Source: an optimization exercise on an open RTL-to-GDS flow (aim: small area, a short achievable clock period and few clock cycles per item). Production flows keep margins and buffers that such runs may drop. At most, simulation tests tie the RTL to the original design; equivalence was not proved. Only the layout flow was run in runs 5 and 6; the RTL was not checked for function there. No activity file was given, so power comes from the tool's default toggle rates.

--- flow/flow/run.sh ---
#!/bin/bash
set -euo pipefail
HERE=$(pwd)
cat >> config.mk <<EOC
export BUFFER_PORTS_ARGS = -buffer_cell sky130_fd_sc_hd__buf_1
export PLACE_PINS_ARGS = -min_distance 1 -min_distance_in_tracks -exclude left:95-115
export PRE_IO_PLACEMENT_TCL = $HERE/flow/pins.tcl
EOC
bash standard.sh > flow.log 2>&1
--- flow/flow/pins.tcl ---
# Clock pin in the middle of the left edge, alone in the excluded stretch
place_pin -pin_name clk -layer met3 -location {0 105} -pin_size {0.6 0.6} -force_to_die_boundary
--- flow/standard.sh ---
#!/bin/bash
# synth_recipe.tcl (not shown) runs the flow's synth.tcl, then flattens the netlist and writes it again
# the make line also repeats each setting of config.mk as NAME=value (left out here)
make -C /OpenROAD-flow-scripts/flow DESIGN_CONFIG=/design/flow/config.mk WORK_HOME=/design/flow/orfs CLKGATE_MAP_FILE= SYNTH_SCRIPT=/design/flow/synth_recipe.tcl "${@:-finish}"
--- flow/config.mk ---
export PLATFORM = sky130hd
export DESIGN_NAME = mpuTop
export DESIGN_NICKNAME = mpuTop
export VERILOG_FILES = /design/flow/design.v
export SDC_FILE = /design/flow/constraint.sdc
export NUM_CORES = 4
export LEC_CHECK = 0
export CAP_MARGIN = 20
export CORE_AREA = 7 7 203 203
export DIE_AREA = 0 0 210 210
export PLACE_DENSITY = 0.55
export SETUP_SLACK_MARGIN = 0.3
export SLEW_MARGIN = 20
export SYNTH_HIERARCHICAL = 1
export SYNTH_MINIMUM_KEEP_SIZE = 0
export BUFFER_PORTS_ARGS = -buffer_cell sky130_fd_sc_hd__buf_1
export PLACE_PINS_ARGS = -min_distance 1 -min_distance_in_tracks -exclude left:95-115
export PRE_IO_PLACEMENT_TCL = /design/flow/flow/pins.tcl
--- flow/constraint.sdc ---
create_clock -name core_clock -period 5.0 [get_ports {clk}]
set_input_delay 1.0000 -clock core_clock [delete_from_list [all_inputs] [get_ports {clk}]]
set_output_delay 1.0000 -clock core_clock [all_outputs]
set_load 0.01 [all_outputs]
--- flow/design.v ---
`timescale 1ns/1ns
`default_nettype none
package mpuPkg;
    typedef struct packed {
        logic [18-1:0]    tag;
        logic [10-1:0]  index;
        logic                     which;
        logic [31-1:0] newVal;
    } msgFieldsT;
    typedef struct packed {
        logic [32-1:0]    tempProp;
        logic [32-1:0]    prop;
        logic [32-1:0]    unused;
        logic [30-1:0] edgeDeg;
        logic                       spare;
        logic                       active;
    } vertexRecT;
    typedef logic [256-1:0] vertexPairU;
    typedef struct packed {
        logic                                            valid;
        logic [288-256-18-2:0]   pad;
        logic [18-1:0]                           tag;
        vertexPairU                                      data;
    } cacheLineT;
    typedef struct packed {
        msgFieldsT               msg;
        vertexPairU              base;       
        logic                    hit;
        logic [32-1:0] result;
        logic                    update;
        logic                    send;
    } updateJobT;
    typedef struct packed {
        logic [18-1:0]                                    tag;
        logic [10-1:0]                                  index;
        logic                                                     which;
        logic [33-18-10-2:0]      offset;
    } vertexIdT;
    localparam int VREC_WIDTH = 3*32 + 30 + 2;
    function automatic vertexRecT getVtx(input vertexPairU pair, input logic which);
        getVtx = which ? pair[VREC_WIDTH +: VREC_WIDTH] : pair[0 +: VREC_WIDTH];
    endfunction
    function automatic logic [32-1:0] byteSwap(input logic [32-1:0] value);
        byteSwap = {value[7:0], value[15:8], value[23:16], value[31:24]};
    endfunction
endpackage
`default_nettype wire
`timescale 1ns/1ns
`default_nettype none
module ltBit (
    input  wire  a,
    input  wire  na,
    input  wire  b,
    output logic nl,
    output logic ne
);
    assign nl = !(na && b);
    assign ne = a ^ b;
endmodule
module ltJoinP (
    input  wire  lh,
    input  wire  eh,
    input  wire  ll,
    input  wire  el,
    output logic nl,
    output logic ne
);
    assign nl = !(lh || (eh && ll));
    assign ne = !(eh && el);
endmodule
module ltJoinN (
    input  wire  nlh,
    input  wire  neh,
    input  wire  nll,
    input  wire  nel,
    output logic l,
    output logic e
);
    assign l = !(nlh && (neh || nll));
    assign e = !(neh || nel);
endmodule
module ltJoinLast (
    input  wire  nlh,
    input  wire  neh,
    input  wire  nll,
    input  wire  en,
    output logic l
);
    assign l = en && !(nlh && (neh || nll));
endmodule
module lessThan32 (
    input  wire [31:0] a,
    input  wire [31:0] na,
    input  wire [31:0] b,
    input  wire        en,
    output logic       lt
);
    logic [31:0] l0, e0;
    logic [15:0] l1, e1;
    logic [7:0]  l2, e2;
    logic [3:0]  l3, e3;
    logic [1:0]  l4, e4;
    for (genvar i = 0; i < 32; i++) begin : g0
        ltBit bit0 (.a(a[i]), .na(na[i]), .b(b[i]), .nl(l0[i]), .ne(e0[i]));
    end
    for (genvar i = 0; i < 16; i++) begin : g1
        ltJoinN join1 (.nlh(l0[2*i+1]), .neh(e0[2*i+1]), .nll(l0[2*i]), .nel(e0[2*i]),
                       .l(l1[i]), .e(e1[i]));
    end
    for (genvar i = 0; i < 8; i++) begin : g2
        ltJoinP join2 (.lh(l1[2*i+1]), .eh(e1[2*i+1]), .ll(l1[2*i]), .el(e1[2*i]),
                       .nl(l2[i]), .ne(e2[i]));
    end
    for (genvar i = 0; i < 4; i++) begin : g3
        ltJoinN join3 (.nlh(l2[2*i+1]), .neh(e2[2*i+1]), .nll(l2[2*i]), .nel(e2[2*i]),
                       .l(l3[i]), .e(e3[i]));
    end
    for (genvar i = 0; i < 2; i++) begin : g4
        ltJoinP join4 (.lh(l3[2*i+1]), .eh(e3[2*i+1]), .ll(l3[2*i]), .el(e3[2*i]),
                       .nl(l4[i]), .ne(e4[i]));
    end
    ltJoinLast join5 (.nlh(l4[1]), .neh(e4[1]), .nll(l4[0]), .en(en), .l(lt));
endmodule
`default_nettype wire
`timescale 1ns/1ns
`default_nettype none
module lineBit (
    input  wire  c,      
    input  wire  r,      
    input  wire  sc,     
    input  wire  sr,     
    output logic o
);
    assign o = (c && sc) || (r && sr);
endmodule
module propBit (
    input  wire  c,
    input  wire  r,
    input  wire  sc,     
    input  wire  sr,     
    input  wire  n,      
    output logic o
);
    assign o = (c && sc) || (r && sr) || n;
endmodule
`default_nettype wire
`timescale 1ns/1ns
`default_nettype none
module mpuTop
#(
    parameter logic [4-1:0] peNum = '0
) (
    input  wire                     clk,
    input  wire                     reset,
    input  wire [64-1:0]    MsgData,
    input  wire                     MsgEmpty,
    input  wire [288-1:0]   CacheReadData,
    input  wire [256-1:0]   ReadData,
    input  wire                     ReadReady,
    input  wire                     AvFull,
    output logic                    MsgRead,
    output logic [10-1:0] CacheAddr,
    output logic                    CacheWriteEn,
    output logic [288-1:0]  CacheWriteData,
    output logic                    StartRead,
    output logic [33-1:0]  ReadAddress,
    output logic                    AvWrite,
    output logic [33-1:0] AvData
);
    localparam int VW = mpuPkg::VREC_WIDTH;
    logic stAddr;     
    logic stLook;     
    logic stFetch;    
    logic stPush;     
    logic cmpSelR;    
    logic idle;
    mpuPkg::msgFieldsT msg;
    logic [10-1:0] idxReg;
    mpuPkg::cacheLineT cacheLine;
    logic                    hit;
    logic [256-1:0]  base;
    logic [256-1:0]  newData;
    logic [32-1:0] newValExt;
    logic [1:0]              updV;
    logic [1:0]              degNz;
    logic                    update;
    logic                    push;
    logic                    finish;      
    logic                    done;
    assign idle      = !(stAddr || stLook || stFetch || stPush);
    assign cacheLine = CacheReadData;
    assign hit       = cacheLine.valid && (cacheLine.tag == msg.tag);
    assign newValExt = {{(32-31){1'b0}}, msg.newVal};
    assign base = stFetch ? ReadData : cacheLine.data;
    mpuPkg::vertexRecT rec0, rec1;
    mpuPkg::vertexRecT cRec0, cRec1, rRec0, rRec1;
    assign rec0  = base[0 +: VW];
    assign rec1  = base[VW +: VW];
    assign cRec0 = cacheLine.data[0 +: VW];
    assign cRec1 = cacheLine.data[VW +: VW];
    assign rRec0 = ReadData[0 +: VW];
    assign rRec1 = ReadData[VW +: VW];
    logic [32-1:0] nvInv;
    logic [32-1:0] cmpT0, cmpT1;
    assign nvInv = ~newValExt;
    assign cmpT0 = cmpSelR ? rRec0.tempProp : cRec0.tempProp;
    assign cmpT1 = cmpSelR ? rRec1.tempProp : cRec1.tempProp;
    lessThan32 cmp0 (.a(newValExt), .na(nvInv), .b(mpuPkg::byteSwap(cmpT0)), .en(!msg.which),
                     .lt(updV[0]));
    lessThan32 cmp1 (.a(newValExt), .na(nvInv), .b(mpuPkg::byteSwap(cmpT1)), .en(msg.which),
                     .lt(updV[1]));
    assign degNz[0] = rec0.edgeDeg != '0;
    assign degNz[1] = rec1.edgeDeg != '0;
    logic                    selC, selR;
    logic [1:0]              propC, propR;
    logic [32-1:0] nvSwap;
    logic [32-1:0] nvGate [2];
    assign selC   = !stFetch;
    assign selR   = stFetch;
    assign nvSwap = mpuPkg::byteSwap(newValExt);
    for (genvar v = 0; v < 2; v++) begin : gVtx
        assign propC[v]  = selC && !updV[v];
        assign propR[v]  = selR && !updV[v];
        assign nvGate[v] = nvSwap & {32{updV[v]}};
        for (genvar k = 0; k < VW; k++) begin : gBit
            if (k >= 64) begin : gProp
                propBit pb (.c(cacheLine.data[v*VW+k]), .r(ReadData[v*VW+k]),
                             .sc(propC[v]), .sr(propR[v]), .n(nvGate[v][k%32]),
                             .o(newData[v*VW+k]));
            end else if (k == 0) begin : gActive
                assign newData[v*VW] = (v == 0 ? rec0.active : rec1.active) ||
                                       (updV[v] && degNz[v]);
            end else begin : gPlain
                lineBit lb (.c(cacheLine.data[v*VW+k]), .r(ReadData[v*VW+k]),
                            .sc(selC), .sr(selR), .o(newData[v*VW+k]));
            end
        end
    end
    assign update = |updV;
    assign push   = msg.which ? (updV[1] && !rec1.active && degNz[1])
                              : (updV[0] && !rec0.active && degNz[0]);
    assign finish = (stLook && hit) || (stFetch && ReadReady);
    assign done   = (finish || stPush) && !AvFull;
    assign MsgRead      = !reset && !MsgEmpty && (idle || done);
    assign StartRead    = stLook && !hit;
    assign CacheWriteEn = (stLook && hit && update) || (stFetch && ReadReady);
    assign AvWrite      = !AvFull && ((finish && push) || stPush);
    assign CacheAddr    = stAddr ? MsgData[36 +: 10] : idxReg;
    always_ff @(posedge clk) begin
        if (reset) begin
            stAddr  <= 1'b0;
            stLook  <= 1'b0;
            stFetch <= 1'b0;
            stPush  <= 1'b0;
            cmpSelR <= 1'b0;
        end else begin
            stAddr  <= MsgRead;
            stLook  <= stAddr;
            stFetch <= (stLook && !hit) || (stFetch && !ReadReady);
            stPush  <= ((finish && push) || stPush) && AvFull;
            cmpSelR <= (stLook && !hit) || (stFetch && !ReadReady) ||
                       (((finish && push) || stPush) && AvFull);
        end
    end
    always_ff @(posedge clk) begin
        if (reset) begin
            idxReg <= '0;
        end else if (stAddr) begin
            idxReg <= MsgData[36 +: 10];
        end
    end
    always_ff @(posedge clk) begin
        if (stAddr) begin
            msg.tag    <= MsgData[46 +: 18];
            msg.which  <= MsgData[35];
            msg.newVal <= MsgData[31-1:0];
        end
    end
    assign msg.index = idxReg;
    assign CacheWriteData = {1'b1, {(288-256-18-1){1'b0}}, msg.tag, newData};
    assign ReadAddress    = {1'b0, peNum, msg.tag[13-1:0], idxReg,
                             {5{1'b0}}};
    assign AvData         = {msg.tag, idxReg, msg.which,
                             {(33-18-10-1){1'b0}}};
endmodule
`default_nettype wire
==> impl_metrics.json, run 1 <==
{
  "hpwl_microns": 66100,
  "min_to": "stPush",
  "h-tree-depth": 3,
  "place_ws_ns": 0.318,
  "grt_pass1_vias": 13200,
  "overflow": 0,
  "coreArea_sq_um": 37800,
  "syn_inst": 965,
  "wire_per_inst_microns": 30.6,
  "cts_buffer_depth": 2,
  "hold_depth": 2,
  "design_area_sq_um": 12900,
  "ant_nets": 0,
  "io_buffers": 935,
  "grt_pass1_wl_microns": 98800,
  "antenna_found_initial": 76,
  "drive_above_1_share_pct": 9.75,
  "tightest_slew_ns": 0.971,
  "clock.fmax_mhz": 219,
  "period_needed_ns": 4.57,
  "ys_warn_count": 11,
  "rrSetupSlack_ns": 2.08,
  "cts_buffers": 9,
  "tns_ns": 0,
  "drv_slew": 0,
  "first_pass_iters": 7,
  "p_total_w": 0.00263,
  "slew_headroom_pct": 35.3,
  "ctsResizeCount": 0,
  "drt_iter0_markers": 968,
  "cts_tree": "done",
  "rr_worst_depth": 12,
  "hp-start": "stPush",
  "crit_path_end_kind": "primary output",
  "p_leak_nw": 4.37,
  "grt_max_degree": 65,
  "clock_sinks": 65,
  "vias": 12800,
  "n_fill_cell": 4236,
  "multi_input_comb_area_sq_um": 6050,
  "die_y_microns": 210,
  "rows": 71,
  "grt_usage_pct": 31.3,
  "drc": 0,
  "postCtsSetupBuffers": 0,
  "place_congestion": 1.17,
  "register_area_sq_um": 1810,
  "max_cap_violations": 0,
  "status": "no timing/DRC/antenna violations",
  "viasPerCell": 5.25,
  "dpl-instance-area_sq_um": 12400,
  "synthToLayoutAreaGrowth_pct": 49.5,
  "skew_ns": 0.0102,
  "dp.cells": 2352,
  "power_density_nw_per_um2": 204,
  "rsz0062_at_grt": "no",
  "finalCritPeriodShare_pct": 91.3,
  "r2r_start": "cmpSelR",
  "finalNonFillerCells": 2444,
  "required_ns": 4.00,
  "hp-class": "flip-flop to flip-flop",
  "die_area_sq_um": 44100,
  "fp.dieW_microns": 210,
  "postRouteWirelength_microns": 74900,
  "hold_violations": 0,
  "r2r-end": "cmpSelR",
  "cp-start-kind": "input port",
  "cts-root-buf": "clkbuf_16",
  "clk_latency_ns": 0.35,
  "setup_slack_ns": 0.434,
  "setup_viol": 0,
  "io_pins": 980,
  "final_nets": 2465,
  "clk_pin_slew_ns": 0.06,
  "initial_core_util_pct": 22.8,
  "crit_path_max_fanout": 64,
  "critical_path.startpoint": "CacheReadData[103]",
  "crit_arrival_ns": 3.57,
  "criticalPathCategory": "input port to primary output",
  "cts_hold_buf": 0,
  "synthesis.area_sq_um": 8620,
  "vdd_ir_drop_max_mv": 0.147,
  "syn_area_per_cell_sq_um": 8.93
}
metrics by stage:
stage / util [%] / hold WS (ns)
2_1_floorplan: - / 0.459
3_3_place_gp: 32.8 / 0.484
3_5_place_dp: 32.8 / 0.492
4_1_cts: 33.6 / 0.503
5_1_grt: 34.0 / 0.532
6_report: 34.1 / 0.499
worst max-delay path: stages:
cell and delay [ns]:
buf_1 0.09, mux2_2 0.28, xor2_1 0.18, nor2_1 0.21, nand2_1 0.13, nor2_1 0.23, nand2_1 0.08, o21ai_1 0.13
and2_4 0.33, nor2_4 0.08, buf_12 0.19, a221o_1 0.37, buf_1 0.18
final cells by class:
cell class / count / share of cell area [%]
clock buffer: 9 / 1.75
tap: 511 / 4.96
timing repair buffer: 956 / 29.1
inverter: 35 / 1.03
antenna: 76 / 1.48
clock inverter: 7 / 0.651
sequential: 65 / 14.1
multi-input combinational: 785 / 47.0
report_power, final:
part | leakage, nW | switching, W | total, W | internal, W
Sequential | 0.588 | 0.0000448 | 0.000656 | 0.000612
Combinational | 3.63 | 0.000776 | 0.00128 | 0.000508
Clock | 0.149 | 0.000289 | 0.000685 | 0.000396
Total | 4.37 | 0.00111 | 0.00263 | 0.00152
how the worst max path moves through the flow:
stage / endpoint / slack [ns] / cells past startpoint
2_1_floorplan: CacheWriteData[100] / 0.32 / 3
3_3_place_gp: CacheWriteData[101] / 0.33 / 13
3_5_place_dp: CacheWriteData[85] / 0.32 / 13
4_1_cts: CacheWriteData[123] / 0.31 / 13
5_1_grt: CacheWriteData[101] / 0.30 / 13
6_report: CacheWriteData[96] / 0.43 / 13
layout by cell type, fill, tap and decap left out, types with 3 or more instances in the layout:
cell / count
buf_1: 935
a221o_1: 128
a22o_1: 126
nand2_1: 85
diode_2: 76
nor2_1: 76
mux2_2: 66
xor2_1: 62
edfxtp_1: 50
o21ai_2: 40
conb_1: 36
inv_1: 34
and2_1: 32
a21oi_2: 20
xnor2_1: 18
nor4_1: 18
nor2b_1: 13
buf_4: 13
dfxtp_1: 12
mux2_1: 10
nand4_1: 9
clkbuf_16: 9
buf_12: 6
nor3_1: 5
o21ai_1: 5
nor2_4: 4
or4_1: 3
nand3_1: 3
inv_6: 3
layer usage:
layer	vias to the layer above	part of all wire [%]	global-route usage, %
met1	5881	32	29.2
met3	380	9.4	12.0
li1	5542	-	-
met4	14	12	37.0
met5	-	0.24	3.11
met2	1023	46	48.7
state kept, by name, summed over array words and instances (netlist names):
name / cells
msg: 50
idxReg: 10
cmpSelR: 1
stAddr: 1
stFetch: 1
stLook: 1
stPush: 1
Testbench counts, summed over its fixed seeds: cycles 9,769, items 2,400.
==> run 2, diff against run 1 <==
--- a/flow/config.mk
+++ b/flow/config.mk
@@ -7,9 +7,10 @@
 export LEC_CHECK = 0
 export CAP_MARGIN = 20
 export CORE_AREA = 7 7 203 203
+export CTS_BUF_LIST = sky130_fd_sc_hd__clkbuf_8
 export DIE_AREA = 0 0 210 210
 export PLACE_DENSITY = 0.55
-export SETUP_SLACK_MARGIN = 0.3
+export SETUP_SLACK_MARGIN = 0.2
 export SLEW_MARGIN = 20
 export SYNTH_HIERARCHICAL = 1
 export SYNTH_MINIMUM_KEEP_SIZE = 0
==> run 2 against run 1 <==
  * Synthesized area stayed put
  * Combinational power hardly changed
  * Still clean on timing, DRC and antenna
  * First-iteration DRC count grew 1.9%
  * Critical endpoint unchanged
  * Power fell by 6.8%
  * Synthesized cell count unchanged
==> impl_metrics.json, run 2 <==
{
  "grt_max_degree": 65,
  "viasPerCell": 5.25,
  "synthToLayoutAreaGrowth_pct": 48.3,
  "crit_path_max_fanout": 64,
  "h-tree-depth": 3,
  "fp.dieW_microns": 210,
  "io_buffers": 935,
  "p_leak_nw": 4.32,
  "skew_ns": 0.0221,
  "final_nets": 2465,
  "regMostFlops": "msg",
  "grt_pass1_wl_microns": 98700,
  "cts_tree": "done",
  "wire_per_inst_microns": 30.6,
  "layout_commonest_cell": "buf_1",
  "tns_ns": 0,
  "period_needed_ns": 4.61,
  "synthesis.area_sq_um": 8620,
  "crit_path_end_kind": "primary output",
  "drc": 0,
  "largest_reg_flops": 50,
  "vias": 12800,
  "place_ws_ns": 0.318,
  "cts-root-buf": "clkbuf_8",
  "slew_headroom_pct": 35.5,
  "postRouteWirelength_microns": 74800,
  "rsz0062_at_grt": "no",
  "cts_hold_buf": 0,
  "cts_buffers": 9,
  "max_stage_delay_ns": 0.39,
  "die_y_microns": 210,
  "rows": 71,
  "grt_usage_pct": 31.3,
  "power_density_nw_per_um2": 192,
  "initial_core_util_pct": 22.8,
  "ys_warn_count": 11,
  "syn_inst": 965,
  "setup_viol": 0,
  "first_pass_iters": 5,
  "drt_iter0_markers": 986,
  "crit_chain": "buf_12 > mux2_2 > xor2_1 > nor2_1 > nand2_1 > nor2_1 > nand2_1 > o21ai_1 > and2_4 > nor2_4 > buf_12 > a221o_1 > buf_1",
  "reg_top3": "msg (50), idxReg (10)",
  "hold_violations": 0,
  "crit_slowest_cell": "dfxtp_2",
  "clock.fmax_mhz": 217,
  "max_cap_violations": 0,
  "die_area_sq_um": 44100,
  "status": "no timing/DRC/antenna violations",
  "tightest_slew_ns": 0.967,
  "hp-class": "flip-flop to flip-flop",
  "final_cell_mix": "buf_1 (935), a221o_1 (128), a22o_1 (126), nand2_1 (85), nor2_1 (76)",
  "io_pins": 980,
  "setup_slack_ns": 0.392,
  "cts_buffer_depth": 2,
  "cp-start-kind": "flip-flop",
  "postCtsSetupBuffers": 0,
  "drive_above_1_share_pct": 9.69,
  "hpwl_microns": 66100,
  "clk_latency_ns": 0.39,
  "crit_arrival_ns": 3.61,
  "clock_sinks": 65,
  "clk_pin_slew_ns": 0.09,
  "vdd_ir_drop_max_mv": 0.153,
  "overflow": 0,
  "syn_area_per_cell_sq_um": 8.93,
  "criticalPathCategory": "flip-flop to primary output",
  "ctsResizeCount": 0,
  "drv_slew": 0,
  "coreArea_sq_um": 37800,
  "antenna_found_initial": 76,
  "grt_pass1_vias": 13200,
  "place_congestion": 1.17,
  "postLayoutCoreUtil_pct": 33.8,
  "finalCritPeriodShare_pct": 92.2,
  "required_ns": 4.00,
  "ant_nets": 0
}
-- run 2: path summary, 6_finish.rpt --
| path | from | endpoint | slack (ns) | cells past startpoint |
|---|---|---|---|---|
| setup / recovery | cmpSelR | CacheWriteData[96] | 0.39 | 13 |
| hold / removal | stPush | stPush | 0.51 | 2 |
| setup reg to reg | cmpSelR | cmpSelR | 2.02 | 13 |
| hold reg to reg | stPush | stPush | 0.51 | 2 |
-- run 2: critical path: cells and delay by family, from the launching register on --
kind	cells	cell delay, ns
AOI/OAI and AO/OA	2	0.50
xor gates and xnor gates	1	0.18
buffers and inverters	3	0.58
DFF	1	0.39
muxes	1	0.38
and+or+nand+nor	6	1.06
-- run 2: cell type report --
type                       count  area [sq um]
antenna                       78           195
clock inverter                 7          83.8
tap                          511           639
clock buffer                   9           124
timing repair buffer         956          3750
multi-input combinational    785          6040
inverter                      35           133
fill                        4252         25000
sequential                    65          1810
-- run 2: report_power, final --
group	internal, W	switching, W	total, W
clock	0.000240	0.000270	0.000510
sequential	0.000611	0.0000446	0.000655
combinational	0.000507	0.000775	0.00128
total	0.00136	0.00109	0.00245
-- run 2: metal layers --
layer / vias up / share of wire, % / wire, microns / track usage (%)
met3: 384 / 9.5 / 7120 / 12.0
li1: 5541 / - / - / -
met1: 5890 / 32 / 24200 / 29.2
met5: - / 0.14 / 103 / 3.11
met4: 10 / 12 / 9080 / 37.0
met2: 1005 / 46 / 34400 / 48.6
-- run 2: stage by stage --
stage	hold WS (ns)	std cells	total power (W)	cell area (sq um)
after floorplan	0.459	999	0.00136	8780
after global placement	0.484	2352	0.00193	12400
after detailed placement	0.492	2352	0.00193	12400
after CTS	0.508	2368	0.00246	12600
after global routing	0.539	2433	0.00257	12700
final	0.506	2446	0.00245	12800
==> run 3, diff against run 2 <==
--- a/flow/config.mk
+++ b/flow/config.mk
@@ -10,7 +10,7 @@
 export CTS_BUF_LIST = sky130_fd_sc_hd__clkbuf_8
 export DIE_AREA = 0 0 210 210
 export PLACE_DENSITY = 0.55
-export SETUP_SLACK_MARGIN = 0.2
+export SETUP_SLACK_MARGIN = 0.3
 export SLEW_MARGIN = 20
 export SYNTH_HIERARCHICAL = 1
 export SYNTH_MINIMUM_KEEP_SIZE = 0
==> run 3 against run 2 <==
  * Fmax rose by 2.6%
  * Synthesized area did not move
  * Still clean
  * Global-route usage did not move
  * Critical path depth did not move
  * Sequential cell count did not move
  * Critical endpoint is now CacheWriteData[101]
  * Clock skew barely moved
  * Via count barely moved
  * Combinational power barely moved
  * First-iteration DRC count fell by 7.4%
  * Critical path type unchanged
  * Non-clock buffer count rose by 3
==> impl_metrics.json, run 3 <==
{
  "tns_ns": 0,
  "clock_sinks": 65,
  "drive_above_1_share_pct": 9.95,
  "cp-start-kind": "flip-flop",
  "required_ns": 4.00,
  "slew_headroom_pct": 35.4,
  "hp-class": "flip-flop to flip-flop",
  "vias": 12800,
  "fin_worst_hold_slack_ns": 0.504,
  "status": "no timing/DRC/antenna violations",
  "die_area_sq_um": 44100,
  "grt_pass1_vias": 13200,
  "place_congestion": 1.17,
  "cts_buffer_depth": 2,
  "first_pass_iters": 7,
  "power_density_nw_per_um2": 192,
  "regMostFlops": "msg",
  "vdd_ir_drop_max_mv": 0.152,
  "finalCritPeriodShare_pct": 89.9,
  "crit_path_end_kind": "primary output",
  "h-tree-depth": 3,
  "die_y_microns": 210,
  "critical_path.startpoint": "cmpSelR",
  "initial_core_util_pct": 22.8,
  "hold_violations": 0,
  "syn_area_per_cell_sq_um": 8.93,
  "antenna_found_initial": 76,
  "rrSetupSlack_ns": 2.03,
  "tightest_slew_ns": 0.968,
  "r2r-end": "cmpSelR",
  "postRouteWirelength_microns": 74900,
  "criticalPathCategory": "flip-flop to primary output",
  "synthesis.area_sq_um": 8620,
  "cts-root-buf": "clkbuf_8",
  "ys_warn_count": 11,
  "final_cell_mix": "buf_1 (934), a221o_1 (128), a22o_1 (126), nand2_1 (85), nor2_1 (76)",
  "grt_max_degree": 65,
  "crit_path_max_fanout": 64,
  "overflow": 0,
  "largest_reg_flops": 50,
  "skew_ns": 0.0225,
  "drt_iter0_markers": 913,
  "layout_commonest_cell": "buf_1",
  "io_buffers": 935,
  "coreArea_sq_um": 37800,
  "p_leak_nw": 4.35,
  "drc": 0,
  "viasPerCell": 5.24,
  "setup_viol": 0,
  "dp.cells": 2352,
  "reg_top3": "msg (50), idxReg (10)",
  "ant_nets": 0,
  "clk_pin_slew_ns": 0.08,
  "postLayoutCoreUtil_pct": 34.0,
  "r2r_start": "cmpSelR",
  "cts_hold_buf": 0,
  "clock.fmax_mhz": 223,
  "rsz0062_at_grt": "yes",
  "wire_per_inst_microns": 30.6,
  "grt_usage_pct": 31.3,
  "rows": 71,
  "cts_buffers": 9,
  "clk_latency_ns": 0.39,
  "max_cap_violations": 0,
  "grt_pass1_wl_microns": 98700,
  "finalNonFillerCells": 2446,
  "final_nets": 2468,
  "period_needed_ns": 4.49,
  "crit_arrival_ns": 3.49,
  "synthToLayoutAreaGrowth_pct": 49.0,
  "hpwl_microns": 66100,
  "rr_worst_depth": 13,
  "cts_tree": "done",
  "syn_inst": 965,
  "fp.dieW_microns": 210,
  "timing.critical_path.to": "CacheWriteData[101]",
  "drv_slew": 0,
  "io_pins": 980
}
==> run 3: cell count changes in the layout (fill, tap and decap cells not counted), sizes merged <==
cell	change
clkbuf	+1
buf	+2
diode	-3
==> run 3: metal layers <==
layer / global-route usage, % / vias up / wire length [microns]
met3: 12.0 / 382 / 7200
li1: - / 5548 / -
met2: 48.6 / 993 / 34400
met5: 3.11 / - / 117
met4: 37.0 / 12 / 9190
met1: 29.2 / 5894 / 24000
==> run 3: timing repair <==
action	in CTS	in global routing
buffers inserted	0	3
resized for setup	1	6
setup endpoints to repair	40	73
pin swaps	0	1
==> run 3: cell type report <==
type | count | area [sq um]
repair buffers | 959 | 3810
multi-input cells | 785 | 6050
clock buffers | 9 | 124
well taps | 511 | 639
fillers | 4249 | 24900
diodes | 75 | 188
flip-flops and latches | 65 | 1810
inverters | 35 | 133
clock inverters | 7 | 83.8
==> run 3: worst min-delay path by stage <==
| stage | slack, ns | depth (start not counted) | from | endpoint |
|---|---|---|---|---|
| finish | 0.50 | 2 | stPush | stPush |
| floorplan | 0.46 | 2 | stPush | stPush |
| global route | 0.54 | 2 | stPush | stPush |
| global placement | 0.48 | 2 | stPush | stPush |
| CTS | 0.51 | 2 | stPush | stPush |
| detailed placement | 0.49 | 2 | stPush | stPush |
==> run 3: worst max-delay path, cell delays in order (launching register included) <==
cell,delay (ns)
dfxtp_2,0.39
buf_12,0.21
mux2_2,0.38
xor2_1,0.18
nor2_1,0.21
nand2_1,0.13
nor2_1,0.23
nand2_1,0.08
o21ai_1,0.13
and2_4,0.27
nor2_4,0.06
buf_12,0.20
a221o_1,0.37
buf_1,0.18
==> run 3: stage by stage <==
step / instance area [sq um] / setup WS [ns] / total power [W]
6_report: 12800 / 0.507 / 0.00246
5_1_grt: 12800 / 0.299 / 0.00258
4_1_cts: 12600 / 0.340 / 0.00246
3_5_place_dp: 12400 / 0.318 / 0.00193
3_3_place_gp: 12400 / 0.333 / 0.00193
2_1_floorplan: 8780 / 0.318 / 0.00136
==> run 3: power breakdown <==
part	internal (W)	switching (W)	total (W)
clock network	0.000240	0.000270	0.000510
registers	0.000611	0.0000447	0.000656
logic	0.000515	0.000778	0.00129
==> run 4, diff against run 3 <==
==> flow/flow/run.sh (replaced) <==
#!/bin/bash
set -euo pipefail
HERE=$(pwd)
cat >> config.mk <<EOC
export BUFFER_PORTS_ARGS = -buffer_cell sky130_fd_sc_hd__buf_1
export PLACE_PINS_ARGS = -min_distance 1 -min_distance_in_tracks -exclude left:100-120
export PRE_IO_PLACEMENT_TCL = $HERE/flow/pins.tcl
EOC
bash standard.sh > flow.log 2>&1
==> flow/flow/pins.tcl (replaced) <==
# Clock pin in the middle of the left edge, alone in the excluded stretch
place_pin -pin_name clk -layer met3 -location {0 110} -pin_size {0.6 0.6} -force_to_die_boundary
==> flow/config.mk (replaced) <==
export PLATFORM = sky130hd
export DESIGN_NAME = mpuTop
export DESIGN_NICKNAME = mpuTop
export VERILOG_FILES = /design/flow/design.v
export SDC_FILE = /design/flow/constraint.sdc
export NUM_CORES = 4
export LEC_CHECK = 0
export CAP_MARGIN = 20
export CORE_AREA = 8 8 212 212
export CTS_BUF_LIST = sky130_fd_sc_hd__clkbuf_8
export DIE_AREA = 0 0 220 220
export PLACE_DENSITY = 0.5
export SETUP_SLACK_MARGIN = 0.3
export SLEW_MARGIN = 20
export SYNTH_HIERARCHICAL = 1
export SYNTH_MINIMUM_KEEP_SIZE = 0
export BUFFER_PORTS_ARGS = -buffer_cell sky130_fd_sc_hd__buf_1
export PLACE_PINS_ARGS = -min_distance 1 -min_distance_in_tracks -exclude left:100-120
export PRE_IO_PLACEMENT_TCL = /design/flow/flow/pins.tcl
==> run 4 against run 3 <==
  * Still clean
  * Via count down 1.8%
  * Routed wire length up 0.12%
  * Register-to-register slack worse by 0.10 ns
  * Sequential power about the same
  * Global-route usage down 2.8 points
  * Fmax down 0.37%
  * Synthesized area unchanged
==> impl_metrics.json, run 4 <==
{
  "status": "no timing/DRC/antenna violations",
  "initial_core_util_pct": 21.1,
  "final_nets": 2472,
  "grt_max_degree": 96,
  "rsz0062_at_grt": "no",
  "crit_slowest_cell": "dfxtp_4",
  "antenna_found_initial": 64,
  "crit_chain": "buf_16 > mux2_2 > xor2_2 > nor2_2 > nand2_1 > o21ai_2 > a21oi_2 > o21ai_1 > and2_4 > buf_12 > nor2_4 > bufbuf_16 > a221o_1 > buf_1",
  "cts_buffers": 9,
  "die_y_microns": 220,
  "rows": 74,
  "fp.dieW_microns": 220,
  "overflow": 0,
  "clock.fmax_mhz": 222,
  "p_leak_nw": 4.41,
  "io_buffers": 935,
  "worst-path-stages": 14,
  "rrSetupSlack_ns": 1.93,
  "criticalPathCategory": "flip-flop to primary output",
  "max_stage_delay_ns": 0.42,
  "syn_area_per_cell_sq_um": 8.93,
  "clk_pin_slew_ns": 0.08,
  "clk_latency_ns": 0.37,
  "finalNonFillerCells": 2456,
  "crit_path_end_kind": "primary output",
  "wire_per_inst_microns": 30.5,
  "min_to": "stPush",
  "die_area_sq_um": 48400,
  "period_needed_ns": 4.51,
  "postRouteWirelength_microns": 75000,
  "slew_headroom_pct": 39.5,
  "synthToLayoutAreaGrowth_pct": 50.5,
  "hpwl_microns": 65300,
  "hold_violations": 0,
  "p_sw_w": 0.00107,
  "grt_usage_pct": 28.5,
  "cts_buffer_depth": 2,
  "regMostFlops": "msg",
  "hp-class": "flip-flop to flip-flop",
  "h-tree-depth": 3,
  "tightest_slew_ns": 0.907,
  "cts_tree": "done",
  "syn_inst": 965,
  "clkPwrFrac_pct": 18.0,
  "viasPerCell": 5.13,
  "finalCritPeriodShare_pct": 90.2,
  "ys_warn_count": 11,
  "drv_slew": 0,
  "cp_top_family": "buffers and inverters",
  "setup_viol": 0,
  "reg_top3": "msg (50), idxReg (10)",
  "r2r_start": "cmpSelR",
  "drt_iter0_markers": 826,
  "power_density_nw_per_um2": 184,
  "r2r-end": "stPush",
  "tns_ns": 0,
  "ant_nets": 0,
  "crit_path_max_fanout": 32,
  "clock_sinks": 65,
  "path_buf_inv": 4,
  "synthesis.area_sq_um": 8620,
  "grt_pass1_vias": 13100,
  "drive_above_1_share_pct": 11.2,
  "p_seq_share_pct": 27.5,
  "grt_pass1_wl_microns": 97600,
  "intPower_w": 0.00132,
  "io_pins": 980,
  "max_cap_violations": 0,
  "required_ns": 4.00,
  "skew_ns": 0.00588,
  "final_cell_mix": "buf_1 (931), a221o_1 (128), a22o_1 (126), nand2_1 (84), mux2_2 (66)",
  "swShare_pct": 44.8,
  "first_pass_iters": 7,
  "rr_worst_depth": 15,
  "layout_commonest_cell": "buf_1",
  "crit_arrival_ns": 3.51,
  "dp.cells": 2373,
  "vdd_ir_drop_max_mv": 0.0959,
  "cts-root-buf": "clkbuf_8",
  "hold_depth": 2,
  "cp-start-kind": "flip-flop",
  "hp-start": "stPush",
  "largest_reg_flops": 50,
  "place_congestion": 1.13,
  "coreArea_sq_um": 40900,
  "p_comb_share_pct": 54.4,
  "drc": 0,
  "cts_hold_buf": 0,
  "vias": 12600
}
-- run 4: what timing repair did --
item / CTS / global route
gates resized for setup: 8 / 25
endpoints found under the setup margin: 74 / 129
pin swaps: 1 / 1
setup buffers: 1 / 2
cloned: 2 / 2
-- run 4: worst max-delay path by stage --
| stage | startpoint | end | slack, ns |
|---|---|---|---|
| 2_1_floorplan | stFetch | CacheWriteData[100] | 0.32 |
| 3_3_place_gp | ReadData[123] | CacheWriteData[95] | 0.35 |
| 3_5_place_dp | ReadData[123] | CacheWriteData[95] | 0.33 |
| 4_1_cts | cmpSelR | CacheWriteData[195] | 0.30 |
| 5_1_grt | cmpSelR | CacheWriteData[235] | 0.30 |
| 6_report | cmpSelR | CacheWriteData[91] | 0.49 |
-- run 4: final cells by class --
class	instances	area, sq um
tap	532	666
timing repair buffer	963	3920
clock inverter	7	51.3
sequential	65	1810
clock buffer	9	124
antenna	60	150
multi-input combinational	785	6110
inverter	35	133
fill	4695	28000
-- run 4: per-layer routing --
layer	vias to the layer above	GRT usage (%)	part of all wire, %
met5	-	1.98	0.032
met4	4	31.6	11
met3	356	9.87	8.8
met2	910	46.1	48
met1	5804	26.6	32
li1	5525	-	-
-- run 4: power by group through the flow --
stage / logic [W] / clock network, W / registers (W)
final: 0.00130 / 0.000430 / 0.000657
after global placement: 0.00126 / 0 / 0.000668
after global routing: 0.00138 / 0.000478 / 0.000662
after floorplan: 0.000706 / 0 / 0.000657
after detailed placement: 0.00126 / 0 / 0.000670
after CTS: 0.00127 / 0.000459 / 0.000658
-- run 4: tightest hold or removal path, stage by stage, from the launching register on --
cell	delay, ns
dfxtp_1	0.35
nand2_1	0.06
o21ai_1	0.05
-- run 4: metrics by stage --
step | hold slack, ns | worst slack, ns | total power (W) | utilization (%) | cell area (sq um)
floorplan | 0.459 | 0.318 | 0.00136 | - | 8780
detailed placement | 0.496 | 0.334 | 0.00193 | 30.3 | 12400
global placement | 0.483 | 0.345 | 0.00192 | 30.3 | 12400
global route | 0.566 | 0.301 | 0.00252 | 31.7 | 13000
finish | 0.504 | 0.490 | 0.00239 | 31.7 | 13000
CTS | 0.507 | 0.304 | 0.00239 | 30.9 | 12700
==> run 5, diff against run 4 <==
--- a/flow/design.v
+++ b/flow/design.v
@@ -172,7 +172,8 @@
     logic stLook;     
     logic stFetch;    
     logic stPush;     
-    logic cmpSelR;    
+    logic [1:0] cmpSelC;
+    logic [1:0] cmpSelR;
     logic idle;
     mpuPkg::msgFieldsT msg;
     logic [10-1:0] idxReg;
@@ -203,8 +204,10 @@
     logic [32-1:0] nvInv;
     logic [32-1:0] cmpT0, cmpT1;
     assign nvInv = ~newValExt;
-    assign cmpT0 = cmpSelR ? rRec0.tempProp : cRec0.tempProp;
-    assign cmpT1 = cmpSelR ? rRec1.tempProp : cRec1.tempProp;
+    assign cmpT0 = (rRec0.tempProp & {32{cmpSelR[0]}}) |
+                   (cRec0.tempProp & {32{cmpSelC[0]}});
+    assign cmpT1 = (rRec1.tempProp & {32{cmpSelR[1]}}) |
+                   (cRec1.tempProp & {32{cmpSelC[1]}});
     lessThan32 cmp0 (.a(newValExt), .na(nvInv), .b(mpuPkg::byteSwap(cmpT0)), .en(!msg.which),
                      .lt(updV[0]));
     lessThan32 cmp1 (.a(newValExt), .na(nvInv), .b(mpuPkg::byteSwap(cmpT1)), .en(msg.which),
@@ -246,20 +249,27 @@
     assign CacheWriteEn = (stLook && hit && update) || (stFetch && ReadReady);
     assign AvWrite      = !AvFull && ((finish && push) || stPush);
     assign CacheAddr    = stAddr ? MsgData[36 +: 10] : idxReg;
+    logic fetchNext, pushNext, idleNext;
+    assign fetchNext = (stLook && !hit) || (stFetch && !ReadReady);
+    assign pushNext  = ((finish && push) || stPush) && AvFull;
+    assign idleNext  = !MsgRead && !stAddr && !fetchNext && !pushNext;
     always_ff @(posedge clk) begin
         if (reset) begin
             stAddr  <= 1'b0;
             stLook  <= 1'b0;
             stFetch <= 1'b0;
             stPush  <= 1'b0;
-            cmpSelR <= 1'b0;
+            cmpSelC <= '0;
+            cmpSelR <= '0;
         end else begin
             stAddr  <= MsgRead;
             stLook  <= stAddr;
-            stFetch <= (stLook && !hit) || (stFetch && !ReadReady);
-            stPush  <= ((finish && push) || stPush) && AvFull;
-            cmpSelR <= (stLook && !hit) || (stFetch && !ReadReady) ||
-                       (((finish && push) || stPush) && AvFull);
+            stFetch <= fetchNext;
+            stPush  <= pushNext;
+            cmpSelC[0] <= stAddr || idleNext;
+            cmpSelC[1] <= stAddr || idleNext || pushNext;
+            cmpSelR[0] <= fetchNext || pushNext;
+            cmpSelR[1] <= fetchNext || pushNext || idleNext;
         end
     end
     always_ff @(posedge clk) begin
==> flow/flow/run.sh (replaced) <==
#!/bin/bash
set -euo pipefail
HERE=$(pwd)
cat >> config.mk <<EOC
export BUFFER_PORTS_ARGS = -buffer_cell sky130_fd_sc_hd__buf_1
export PLACE_PINS_ARGS = -min_distance 1 -min_distance_in_tracks -exclude left:95-115
export PRE_IO_PLACEMENT_TCL = $HERE/flow/pins.tcl
EOC
bash standard.sh > flow.log 2>&1
==> flow/flow/pins.tcl (replaced) <==
# Clock pin in the middle of the left edge, alone in the excluded stretch
place_pin -pin_name clk -layer met3 -location {0 105} -pin_size {0.6 0.6} -force_to_die_boundary
==> flow/config.mk (replaced) <==
export PLATFORM = sky130hd
export DESIGN_NAME = mpuTop
export DESIGN_NICKNAME = mpuTop
export VERILOG_FILES = /design/flow/design.v
export SDC_FILE = /design/flow/constraint.sdc
export NUM_CORES = 4
export LEC_CHECK = 0
export CAP_MARGIN = 20
export CORE_AREA = 7 7 203 203
export CTS_BUF_LIST = sky130_fd_sc_hd__clkbuf_8
export DIE_AREA = 0 0 210 210
export PLACE_DENSITY = 0.55
export SETUP_SLACK_MARGIN = 0.3
export SLEW_MARGIN = 20
export SYNTH_HIERARCHICAL = 1
export SYNTH_MINIMUM_KEEP_SIZE = 0
export BUFFER_PORTS_ARGS = -buffer_cell sky130_fd_sc_hd__buf_1
export PLACE_PINS_ARGS = -min_distance 1 -min_distance_in_tracks -exclude left:95-115
export PRE_IO_PLACEMENT_TCL = /design/flow/flow/pins.tcl
==> run 5 against run 4 <==
  * Largest power group unchanged
  * Register-to-register slack barely moved
  * Hold slack improved by 0.15 ns
  * Critical endpoint is now CacheWriteData[65]
  * Setup slack lost 0.053 ns
  * Sequential cell count is 3 higher
  * First-iteration DRC count is 23% higher
==> impl_metrics.json, run 5 <==
{
  "status": "no timing/DRC/antenna violations",
  "grt_pass1_vias": 13200,
  "final_cell_mix": "buf_1 (932), a22o_1 (190), a221o_1 (128), nand2_1 (85), and2_1 (72)",
  "tightest_slew_ns": 0.964,
  "cts_buffers": 9,
  "drv_slew": 0,
  "power_density_nw_per_um2": 201,
  "max_stage_delay_ns": 0.42,
  "vdd_ir_drop_max_mv": 0.114,
  "io_buffers": 935,
  "syn_inst": 981,
  "finalCritPeriodShare_pct": 91.2,
  "vias": 13000,
  "grt_usage_pct": 29.0,
  "die_area_sq_um": 44100,
  "coreArea_sq_um": 37800,
  "wire_per_inst_microns": 28.5,
  "clk_latency_ns": 0.37,
  "rows": 71,
  "io_pins": 980,
  "grt_pass1_wl_microns": 93700,
  "p_leak_nw": 4.50,
  "slew_headroom_pct": 35.7,
  "ant_nets": 0,
  "ys_warn_count": 11,
  "syn_area_per_cell_sq_um": 8.79,
  "criticalPathCategory": "input port to primary output",
  "rsz0062_at_grt": "no",
  "reg_top3": "msg (50), idxReg (10)",
  "largest_reg_flops": 50,
  "path_buf_inv": 4,
  "hpwl_microns": 61000,
  "crit_path_max_fanout": 15,
  "synthToLayoutAreaGrowth_pct": 49.2,
  "h-tree-depth": 3,
  "drc": 0,
  "die_y_microns": 210,
  "place_congestion": 1.19,
  "first_pass_iters": 5,
  "n_fill_cell": 4240,
  "fp.dieW_microns": 210,
  "synthesis.area_sq_um": 8620,
  "cts-root-buf": "clkbuf_8",
  "clock.fmax_mhz": 219,
  "hp-class": "flip-flop to flip-flop",
  "required_ns": 4.00,
  "crit_path_end_kind": "primary output",
  "setup_slack_ns": 0.438,
  "initial_core_util_pct": 22.8,
  "place_ws_ns": 0.0444,
  "grt_max_degree": 96,
  "clock_sinks": 68,
  "layout_commonest_cell": "buf_1",
  "overflow": 0,
  "drt_iter0_markers": 1014,
  "hold_violations": 0,
  "multi_input_comb_area_sq_um": 5970,
  "final_nets": 2479,
  "postRouteWirelength_microns": 70200,
  "regMostFlops": "msg",
  "cts_hold_buf": 0,
  "drive_above_1_share_pct": 7.32,
  "antenna_found_initial": 63,
  "setup_viol": 0,
  "skew_ns": 0.0121,
  "cp-start-kind": "input port",
  "crit_chain": "buf_1 > a22o_1 > xor2_1 > nor2_1 > a21oi_2 > o21ai_2 > a21oi_2 > o21ai_1 > and2_4 > buf_4 > nor2_4 > buf_6 > a221o_1 > buf_1",
  "clk_pin_slew_ns": 0.10,
  "viasPerCell": 5.27,
  "register_area_sq_um": 1880,
  "crit_arrival_ns": 3.56,
  "max_cap_violations": 0,
  "cts_buffer_depth": 2,
  "crit_slowest_cell": "a221o_1",
  "cts_tree": "done",
  "period_needed_ns": 4.56,
  "tns_ns": 0,
  "cp_top_family": "compound AO/OA/AOI/OAI gates"
}
==> run 5: path summary, 6_finish.rpt <==
| check | from | endpoint | slack [ns] | cells after the start |
|---|---|---|---|---|
| setup / recovery | ReadData[123] | CacheWriteData[65] | 0.44 | 14 |
| hold / removal | idxReg[0] | idxReg[0] | 0.66 | 2 |
| setup reg to reg | cmpSelR[0] | cmpSelC[0] | 1.93 | 14 |
| hold reg to reg | idxReg[0] | idxReg[0] | 0.66 | 2 |
==> run 5: worst register-to-register path: stages, from the launching register on <==
cell	delay, ns
dfxtp_1	0.31
buf_6	0.19
a22o_1	0.32
xor2_1	0.19
nor2_1	0.18
nand2_1	0.14
nor2_2	0.17
nand2_1	0.08
o21ai_1	0.16
and2_4	0.26
nand2_1	0.11
a311oi_2	0.27
buf_4	0.19
o211ai_2	0.13
a41o_1	0.26
==> run 5: layer usage <==
metal	part of all wire, %	global-route usage (%)	wire length [microns]
met1	33	28.3	23200
met2	47	46.4	33100
met5	0.013	0.222	9
met4	11	31.4	7720
met3	8.7	9.40	6110
==> run 5: report_power, final <==
| group | internal [W] | switching, W |
|---|---|---|
| registers | 0.000639 | 0.0000597 |
| clock network | 0.000239 | 0.000269 |
| logic | 0.000556 | 0.000824 |
==> run 5: what timing repair did <==
item | 4_1_cts | 5_1_grt
resized for setup | 6 | 16
setup buffers | 0 | 2
gates cloned | 0 | 1
pin swaps | 0 | 5
setup endpoints to repair | 55 | 78
==> run 5: through the flow <==
step                cell area (sq um)  hold WS (ns)  util [%]  std cells  total power (W)
detailed placement              12400         0.631      32.7       2363          0.00206
global route                    12800         0.691      34.0       2444          0.00271
finish                          12900         0.657      34.1       2458          0.00259
CTS                             12600         0.656      33.3       2379          0.00259
floorplan                        8750         0.648         -       1015          0.00148
global placement                12400         0.619      32.7       2363          0.00205
==> run 5: final cells by class <==
class,instances,area share [%]
diodes,76,1.48
clock inverters,7,0.652
flip-flops and latches,68,14.6
repair buffers,960,29.7
clock buffers,9,0.963
multi-input cells,788,46.4
inverters,39,1.15
well taps,511,4.97
==> run 6, diff against run 5 <==
--- a/flow/design.v
+++ b/flow/design.v
@@ -172,8 +172,6 @@
     logic stLook;     
     logic stFetch;    
     logic stPush;     
-    logic [1:0] cmpSelC;
-    logic [1:0] cmpSelR;
     logic idle;
     mpuPkg::msgFieldsT msg;
     logic [10-1:0] idxReg;
@@ -202,16 +200,17 @@
     assign rRec0 = ReadData[0 +: VW];
     assign rRec1 = ReadData[VW +: VW];
     logic [32-1:0] nvInv;
-    logic [32-1:0] cmpT0, cmpT1;
+    logic [1:0]              updC, updR;
     assign nvInv = ~newValExt;
-    assign cmpT0 = (rRec0.tempProp & {32{cmpSelR[0]}}) |
-                   (cRec0.tempProp & {32{cmpSelC[0]}});
-    assign cmpT1 = (rRec1.tempProp & {32{cmpSelR[1]}}) |
-                   (cRec1.tempProp & {32{cmpSelC[1]}});
-    lessThan32 cmp0 (.a(newValExt), .na(nvInv), .b(mpuPkg::byteSwap(cmpT0)), .en(!msg.which),
-                     .lt(updV[0]));
-    lessThan32 cmp1 (.a(newValExt), .na(nvInv), .b(mpuPkg::byteSwap(cmpT1)), .en(msg.which),
-                     .lt(updV[1]));
+    lessThan32 cmpC0 (.a(newValExt), .na(nvInv), .b(mpuPkg::byteSwap(cRec0.tempProp)),
+                      .en(stLook && !msg.which), .lt(updC[0]));
+    lessThan32 cmpC1 (.a(newValExt), .na(nvInv), .b(mpuPkg::byteSwap(cRec1.tempProp)),
+                      .en(stLook && msg.which), .lt(updC[1]));
+    lessThan32 cmpR0 (.a(newValExt), .na(nvInv), .b(mpuPkg::byteSwap(rRec0.tempProp)),
+                      .en(stFetch && !msg.which), .lt(updR[0]));
+    lessThan32 cmpR1 (.a(newValExt), .na(nvInv), .b(mpuPkg::byteSwap(rRec1.tempProp)),
+                      .en(stFetch && msg.which), .lt(updR[1]));
+    assign updV = updC | updR;
     assign degNz[0] = rec0.edgeDeg != '0;
     assign degNz[1] = rec1.edgeDeg != '0;
     logic                    selC, selR;
@@ -222,8 +221,8 @@
     assign selR   = stFetch;
     assign nvSwap = mpuPkg::byteSwap(newValExt);
     for (genvar v = 0; v < 2; v++) begin : gVtx
-        assign propC[v]  = selC && !updV[v];
-        assign propR[v]  = selR && !updV[v];
+        assign propC[v]  = selC && !updC[v];
+        assign propR[v]  = selR && !updR[v];
         assign nvGate[v] = nvSwap & {32{updV[v]}};
         for (genvar k = 0; k < VW; k++) begin : gBit
             if (k >= 64) begin : gProp
@@ -249,27 +248,17 @@
     assign CacheWriteEn = (stLook && hit && update) || (stFetch && ReadReady);
     assign AvWrite      = !AvFull && ((finish && push) || stPush);
     assign CacheAddr    = stAddr ? MsgData[36 +: 10] : idxReg;
-    logic fetchNext, pushNext, idleNext;
-    assign fetchNext = (stLook && !hit) || (stFetch && !ReadReady);
-    assign pushNext  = ((finish && push) || stPush) && AvFull;
-    assign idleNext  = !MsgRead && !stAddr && !fetchNext && !pushNext;
     always_ff @(posedge clk) begin
         if (reset) begin
             stAddr  <= 1'b0;
             stLook  <= 1'b0;
             stFetch <= 1'b0;
             stPush  <= 1'b0;
-            cmpSelC <= '0;
-            cmpSelR <= '0;
         end else begin
             stAddr  <= MsgRead;
             stLook  <= stAddr;
-            stFetch <= fetchNext;
-            stPush  <= pushNext;
-            cmpSelC[0] <= stAddr || idleNext;
-            cmpSelC[1] <= stAddr || idleNext || pushNext;
-            cmpSelR[0] <= fetchNext || pushNext;
-            cmpSelR[1] <= fetchNext || pushNext || idleNext;
+            stFetch <= (stLook && !hit) || (stFetch && !ReadReady);
+            stPush  <= ((finish && push) || stPush) && AvFull;
         end
     end
     always_ff @(posedge clk) begin
==> run 6 against run 5 <==
  * Synthesized area up 7.3%
  * Critical path depth down 1
  * Final area increased by 3.3%
  * Non-clock buffer count shrank 11
  * Routed wire length is 18% lower
  * First-iteration DRC count shrank 23%
  * Sequential cell count is 4 lower
  * Highest routed layer is now met4
  * Register-to-register slack improved by 0.59 ns
  * Core utilization increased by 1.1 points
  * Critical path type unchanged
  * Sequential share of layout area shrank 1.1 points
  * Via count grew 1.5%
  * Combinational power is 17% lower
==> impl_metrics.json, run 6 <==
{
  "status": "no timing/DRC/antenna violations",
  "overflow": 0,
  "place_congestion": 0.987,
  "io_buffers": 935,
  "tns_ns": 0,
  "cts_tree": "done",
  "layout_commonest_cell": "buf_1",
  "syn_inst": 1135,
  "power_density_nw_per_um2": 182,
  "tightest_slew_ns": 1.16,
  "postRouteWirelength_microns": 57700,
  "criticalPathCategory": "input port to primary output",
  "ctsResizeCount": 0,
  "syn_area_per_cell_sq_um": 8.15,
  "cts_buffers": 9,
  "slew_headroom_pct": 23.0,
  "clk_pin_slew_ns": 0.07,
  "crit_path_end_kind": "primary output",
  "period_needed_ns": 4.53,
  "initial_core_util_pct": 24.5,
  "drive_above_1_share_pct": 8.52,
  "rows": 71,
  "io_pins": 980,
  "cts-root-buf": "clkbuf_8",
  "clk_latency_ns": 0.37,
  "grt_usage_pct": 23.9,
  "clock.fmax_mhz": 221,
  "hpwl_microns": 48700,
  "rsz0062_at_grt": "no",
  "synthToLayoutAreaGrowth_pct": 43.6,
  "p_leak_nw": 4.66,
  "final_cell_mix": "buf_1 (933), nand2_1 (163), nor2_1 (145), a221o_1 (128), a22o_1 (127)",
  "drc": 0,
  "wire_per_inst_microns": 22.5,
  "cts_buffer_depth": 2,
  "drt_iter0_markers": 777,
  "reg_top3": "msg (50), idxReg (10)",
  "hp-class": "flip-flop to flip-flop",
  "fp.dieW_microns": 210,
  "synthesis.area_sq_um": 9250,
  "final_nets": 2638,
  "vdd_ir_drop_max_mv": 0.117,
  "vias": 13100,
  "ys_warn_count": 11,
  "die_area_sq_um": 44100,
  "viasPerCell": 5.13,
  "finalCritPeriodShare_pct": 90.5,
  "crit_arrival_ns": 3.53,
  "die_y_microns": 210,
  "grt_max_degree": 107,
  "h-tree-depth": 3,
  "required_ns": 4.00,
  "max_cap_violations": 0,
  "clock_sinks": 64,
  "crit_path_max_fanout": 18,
  "postCtsSetupBuffers": 0,
  "antenna_found_initial": 16,
  "grt_pass1_vias": 13900,
  "cp-start-kind": "input port",
  "first_pass_iters": 6,
  "fin_worst_hold_slack_ns": 0.590,
  "largest_reg_flops": 50,
  "hold_violations": 0,
  "coreArea_sq_um": 37800,
  "grt_pass1_wl_microns": 81200,
  "ant_nets": 0,
  "cts_hold_buf": 0,
  "drv_slew": 0,
  "skew_ns": 0.0176,
  "setup_viol": 0,
  "regMostFlops": "msg"
}
-- run 6: layout make-up --
type / instances / area, sq um
Antenna cell: 21 / 52.6
Fill cell: 4140 / 24500
Clock inverter: 6 / 108
Timing Repair Buffer: 949 / 3670
Sequential cell: 64 / 1790
Tap cell: 511 / 639
Multi-Input combinational cell: 969 / 6760
Clock buffer: 10 / 138
Inverter: 32 / 124
-- run 6: final timing paths --
kind                       from  slack (ns)                  to  cells past startpoint
setup reg to reg        msg[30]        2.52              stPush                     11
setup / recovery  ReadData[123]        0.47  CacheWriteData[70]                     13
hold / removal           stPush        0.59              stAddr                      2
hold reg to reg          stPush        0.59              stAddr                      2
-- run 6: stage by stage --
| step | area (sq um) | power [W] | setup WS (ns) | util, % | instances |
|---|---|---|---|---|---|
| 4_1_cts | 13200 | 0.00244 | 0.437 | 35.1 | 2541 |
| 6_report | 13300 | 0.00241 | 0.475 | 35.2 | 2562 |
| 5_1_grt | 13300 | 0.00255 | 0.344 | 35.2 | 2557 |
| 2_1_floorplan | 9420 | 0.00134 | -0.485 | - | 1173 |
| 3_3_place_gp | 13000 | 0.00181 | 0.541 | 34.4 | 2525 |
| 3_5_place_dp | 13000 | 0.00182 | 0.455 | 34.4 | 2525 |
-- run 6: critical path, stage by stage --
cell,delay (ns)
buf_1,0.17
xor2_1,0.25
nor2_1,0.10
a21oi_2,0.18
o21ai_2,0.11
a21oi_2,0.22
o21ai_1,0.16
and2_1,0.25
nor2_4,0.17
buf_4,0.29
nor2_1,0.15
a221o_1,0.29
buf_1,0.14
-- run 6: power by group --
group	internal [W]	total, W	switching (W)
combinational	0.000469	0.00115	0.000684
clock	0.000345	0.000596	0.000251
sequential	0.000607	0.000665	0.0000589
-- run 6: layer usage --
metal	wire [microns]	track usage (%)	vias up
li1	-	-	5993
met1	18400	21.4	5972
met2	29600	43.9	945
met3	5100	7.57	239
met4	4580	19.0	0
met5	0	0.333	-

what the ideal ports hide:
How much do the figures lean on ideal ports? The routed layouts below were timed once more, with nothing changed but the port constraints. Step 1: set_driving_cell puts a clkbuf_16 on clk and a buf_2 on each other input, an assumption about the parent block. Step 2 also shifts input and output timing later by t, the mid clock arrival at the registers, as if the neighbouring blocks saw the same clock. a / b / c = ideal / step 1 / step 2; a / b = the first two.
run | t, ns | slack for setup (ns) | clock arrival spread, ns | worst data-port slew with drivers (ns) | cell pins on the clock port's net
run 1 | 0.392 | 0.434 / 0.375 / 0.375 | 0.012 / 0.011 | 0.20 | 1
run 2 | 0.414 | 0.392 / 0.354 / 0.354 | 0.023 / 0.023 | 0.19 | 1
run 3 | 0.416 | 0.507 / 0.463 / 0.463 | 0.023 / 0.023 | 0.19 | 1
run 4 | 0.405 | 0.490 / 0.439 / 0.439 | 0.010 / 0.010 | 0.16 | 1
run 5 | 0.393 | 0.438 / 0.397 / 0.397 | 0.013 / 0.012 | 0.16 | 1
run 6 | 0.397 | 0.475 / 0.446 / 0.446 | 0.018 / 0.018 | 0.12 | 1
After both steps setup and hold are still met in every run listed. The setup slack of run 1, which loses most, moves by -0.059 ns with the drivers and by -0.059 ns with both steps.
